Source: an optimization exercise on an open RTL-to-GDS flow (aim: small area and few clock cycles). Production flows keep margins and buffers that such runs may drop.
Where RTL was checked, it was by simulation tests only, not by an equivalence proof against the original.
No driver is modelled on the clock port, so clock power and skew are understated where the tree is cut down; a real chip needs a root buffer or a tree.
Power figures rest on the tool's default switching activity, not on a simulated workload.

Setup of the previous run:
Design bmp_stream_to_rgb565_pixels, start of the top module:
module bmp_stream_to_rgb565_pixels
(
    input  wire logic         clk,
    input  wire logic         rst_n,
    input  wire logic         in_valid,
    output logic              in_ready,
    input  wire logic [7:0]   in_data,
    input  wire logic         in_file_start,
    output logic              out_valid,
    input  wire logic         out_ready,
    output logic [1:0]        out_kind,
    output logic [15:0]       out_color,
    output logic [11:0]       out_x,
    output logic [11:0]       out_y,
    output logic              out_visible,
    output logic              out_row_end,
    output logic              out_image_done,
    input  wire logic         cfg_valid,
    output logic              cfg_ready,
    input  wire logic [1:0]   cfg_index,
    input  wire logic [10:0]  cfg_data
);
For scale: about 84 flip-flops, ~5500 um^2 of cells after synthesis.
export LEC_CHECK = 0
export CAP_MARGIN = 20
export CORE_MARGIN = 2
export CORE_UTILIZATION = 40
export SLEW_MARGIN = 20
create_clock -name core_clock -period 5.0 [get_ports {clk}]
standard.sh (not shown) runs the stock make flow with config.mk's settings and CLKGATE_MAP_FILE= SYNTH_SCRIPT=/design/flow/synth_recipe.tcl, a recipe that flattens the netlist after the stock synthesis.
==> flow/flow/run.sh <==
#!/bin/bash
# Own layout flow: the standard flow, with
#  - synthesis: the standard flow's synthesis script and ORFS's synth.tcl as they are, except that the one
#    ABC technology-mapping call uses flow/abc_area.script (area-recovering mapping) instead of
#    ORFS's speed script; registers are mapped before ABC and are untouched by it,
#  - the port buffers made as sky130_fd_sc_hd__buf_1 instead of the default pick,
#  - the clock tree built by flow/clock_tree.tcl (one level of four clkbuf_16 buffers) in place
#    of clock_tree_synthesis's H-tree.
# The full output of the run goes to standard.log in this folder; ORFS keeps each step's own
# log under orfs/logs/.
set -euo pipefail
W=$(pwd)
line='  log_cmd abc {*}$abc_args'
[[ $(grep -cxF "$line" "$FLOW_HOME/scripts/synth.tcl") == 1 ]]
awk -v s="$W/flow/abc_area.script" -v l="$line" \
  '$0 == l { print "  set abc_args [lreplace $abc_args 1 1 " s "]" } { print }' \
  "$FLOW_HOME/scripts/synth.tcl" > "$W/synth_area.tcl"
src='source $::env(SCRIPTS_DIR)/synth.tcl'
[[ $(grep -cxF "$src" synth_recipe.tcl) == 1 ]]
awk -v s="source $W/synth_area.tcl" -v l="$src" '{ print ($0 == l ? s : $0) }' \
  synth_recipe.tcl > "$W/synth_recipe_area.tcl"
bash standard.sh \
  "SYNTH_SCRIPT=$W/synth_recipe_area.tcl" \
  "BUFFER_PORTS_ARGS=-buffer_cell sky130_fd_sc_hd__buf_1" \
  "PRE_CTS_TCL=$W/flow/clock_tree.tcl" \
  finish > standard.log 2>&1
Other scripts of this flow, unchanged in this note and not shown: flow/flow/abc_area.script, flow/flow/clock_tree.tcl
diff inputs: the previous run => the current run
diff --git a/flow/design.v b/flow/design.v
--- a/flow/design.v
+++ b/flow/design.v
@@ -8,18 +8,18 @@
         for (int i = 0; i < 12; i++)
         begin
             inc12[i] = a[i] ^ c;
             c        = c & a[i];
         end
     endfunction
-    function automatic logic [11:0] dec12(input logic [11:0] a);
+    function automatic logic [10:0] dec11(input logic [10:0] a);
         logic b;
         b = 1'b1;
-        for (int i = 0; i < 12; i++)
+        for (int i = 0; i < 11; i++)
         begin
-            dec12[i] = a[i] ^ b;
+            dec11[i] = a[i] ^ b;
             b        = b & ~a[i];
         end
     endfunction
     function automatic logic [15:0] dec16(input logic [15:0] a);
         logic b;
         b = 1'b1;
@@ -129,27 +129,27 @@
         .origin_x   (origin_x),
         .origin_y   (origin_y),
         .keyed_mode (keyed)
     );
     logic        valid;
     logic [11:0] col,  col_n;
-    logic [11:0] rows, rows_n;
-    logic [11:0] wid,  wid_n;
+    logic [10:0] rows, rows_n;
+    logic [10:0] wid,  wid_n;
     logic [15:0] cnt,  cnt_n;
     logic [3:0]  clr;
     logic [15:0] color, color_n;
     logic        fa,   fa_n;
     logic        fb,   fb_n;
     logic        b16,  b16_n;
     logic        b32,  b32_n;
     logic        accept;
     logic        res;
     logic        hdr;
     logic [4:0]  hp;
     logic [11:0] col_inc;
-    logic [11:0] rows_dec;
+    logic [10:0] rows_dec;
     logic [15:0] cnt_dec;
     logic        row_end;
     logic        last_row;
     logic        done;
     logic        dead;
     logic        last_lane;
@@ -159,32 +159,32 @@
     logic [1:0]  pad;
     logic        fmt_bad;
     logic        size_bad;
     assign in_ready = !valid || out_ready;
     assign accept   = in_valid && in_ready;
     assign col_inc  = bmpd_pkg::inc12(col);
-    assign rows_dec = bmpd_pkg::dec12(rows);
+    assign rows_dec = bmpd_pkg::dec11(rows);
     assign cnt_dec  = bmpd_pkg::dec16(cnt);
     assign hp  = in_file_start ? 5'd1 : col[4:0];
     assign hdr = in_file_start || (col[11] && (col[4:0] != 5'h1F));
-    assign row_end   = (col_inc == wid);
-    assign last_row  = (rows == 12'd0);
+    assign row_end   = (col == {1'b0, wid});
+    assign last_row  = (rows == 11'd0);
     assign started   = !col[11];
     assign color     = {cnt[15:4], clr};
     assign pix_byte  = started ? (cnt[3:2] == 2'b11) : (cnt == 16'd15);
     assign lane_dec  = bmpd_pkg::dec4(cnt[3:0]);
     assign done      = row_end && last_row && !((cnt[3:2] == 2'b11) && (cnt[1:0] != 2'b11));
     assign dead      = fa || fb || done;
     assign last_lane = b16 ? (cnt[1:0] == 2'd2) :
                        b32 ? (cnt[1:0] == 2'd0) :
                              (cnt[1:0] == 2'd1);
-    assign pad       = b16 ? {wid[0], 1'b0} :
+    assign pad       = b16 ? {!wid[0], 1'b0} :
                        b32 ? 2'd0 :
-                             wid[1:0];
+                             {wid[1] ^ wid[0], !wid[0]};
     assign fmt_bad  = fa || (in_data != 8'h00);
-    assign size_bad = fb || rows[11] || (wid == 12'd0) || (wid[11] && (wid[10:0] != 11'd0));
+    assign size_bad = fb;
     always_comb
     begin
         col_n  = col;
         rows_n = rows;
         wid_n  = wid;
         cnt_n  = cnt;
@@ -233,37 +233,42 @@
                 begin
                     if (in_data != 8'h00)
                     begin
                         fa_n = 1'b1;
                     end
                 end
-                5'd19:       
+                5'd19, 5'd23:    
                 begin
-                    wid_n[7:0] = in_data;
+                    rows_n[7:0] = in_data;
                 end
-                5'd20:       
+                5'd20, 5'd24:    
                 begin
-                    wid_n[11:8] = in_data[3:0];
-                    if (in_data[7:4] != 4'h0)
+                    rows_n[10:8] = in_data[2:0];
+                    if ((in_data[7:4] != 4'h0) ||
+                        (in_data[3] != ((in_data[2:0] == 3'd0) && (rows[7:0] == 8'd0))))
                     begin
                         fb_n = 1'b1;
                     end
                 end
-                5'd23:       
+                5'd21:       
                 begin
-                    rows_n[7:0] = in_data;
+                    rows_n = rows_dec;
+                    if (in_data != 8'h00)
+                    begin
+                        fb_n = 1'b1;
+                    end
                 end
-                5'd24:       
+                5'd22:       
                 begin
-                    rows_n[11:8] = in_data[3:0];
-                    if (in_data[7:4] != 4'h0)
+                    wid_n = rows;
+                    if (in_data != 8'h00)
                     begin
                         fb_n = 1'b1;
                     end
                 end
-                5'd21, 5'd22, 5'd25, 5'd26:   
+                5'd25, 5'd26:   
                 begin
                     if (in_data != 8'h00)
                     begin
                         fb_n = 1'b1;
                     end
                 end
@@ -362,12 +367,12 @@
     assign pix            = !(fa || fb);
     assign out_valid      = valid;
     assign out_kind       = {fa, fb};
     assign out_color      = !pix   ? 16'h0000 :
                             keyed  ? color : {color[7:0], color[15:8]};
     assign out_x          = pix ? bmpd_pkg::add11(origin_x, col[10:0])  : 12'h000;
-    assign out_y          = pix ? bmpd_pkg::add11(origin_y, rows[10:0]) : 12'h000;
+    assign out_y          = pix ? bmpd_pkg::add11(origin_y, rows) : 12'h000;
     assign out_visible    = pix && !(keyed && (color == bmpd_pkg::KEY_COLOR));
     assign out_row_end    = pix && row_end;
     assign out_image_done = pix && row_end && last_row;
 endmodule
 `default_nettype wire
==> comparison <==
The current run: data arrival time of the critical path lower than the previous run
The power attributed to sequential cells of the current run and that of the previous run are within noise of each other.
Met2 track utilization from global routing: the current run vs the previous run up 0.53 points
Sort the previous run and the current run by synthesized cell count, descending, and the previous run comes first.
Delta (the current run minus the previous run): setup TNS closely matched the old numbers, synthesized area per cell held steady.
Relative to the previous run, post-CTS repair timing setup buffer count has gone down in the current run.
Compared with the previous run, in the current run worst path buffer plus inverter count lost 1, synthesized-area fraction occupied by adder cells shows no meaningful change, wire length climbed 1.2%, total of endpoints with negative setup slack in the final report saw little to no change, count of placed standard cells in the final layout, fillers left out shows a reduction of 30.
The share of cell area taken by flip-flops and latches in the current run was higher than what the previous run gave.
When the current run is measured against the previous run, its number of combinational gates with multiple inputs turns out 14 lower.
Testbench counts of the current run, summed over its fixed seeds: cycles 73,616.
Only the layout flow was run in the previous run; the RTL was not checked for function there. In every run of this note, the design's own scripts or RTL, not TritonCTS, make the clock network.

## afterwards: timing with drivers on the ports
The results above use ideal ports. As a check the final layouts listed here were re-extracted and re-timed, cells and wires unchanged. Step 1 assumes that a clkbuf_16 drives the clock port and a buf_2 every other input. Step 2 also shifts input and output timing later by t, the mid clock arrival at the registers, as if the neighbouring blocks saw the same clock. Slacks: no drivers / after step 1 / after step 2; pairs: no drivers / after step 1.
run	t, ns	setup WS [ns]	worst register clock-pin slew, ns	cell pins on the clock port's net
the previous run	0.240	0.077 / -0.014 / 0.162	0.09 / 0.09	4
the current run	0.236	0.167 / 0.081 / 0.318	0.09 / 0.09	4
After both steps setup and hold are still met in every run listed.
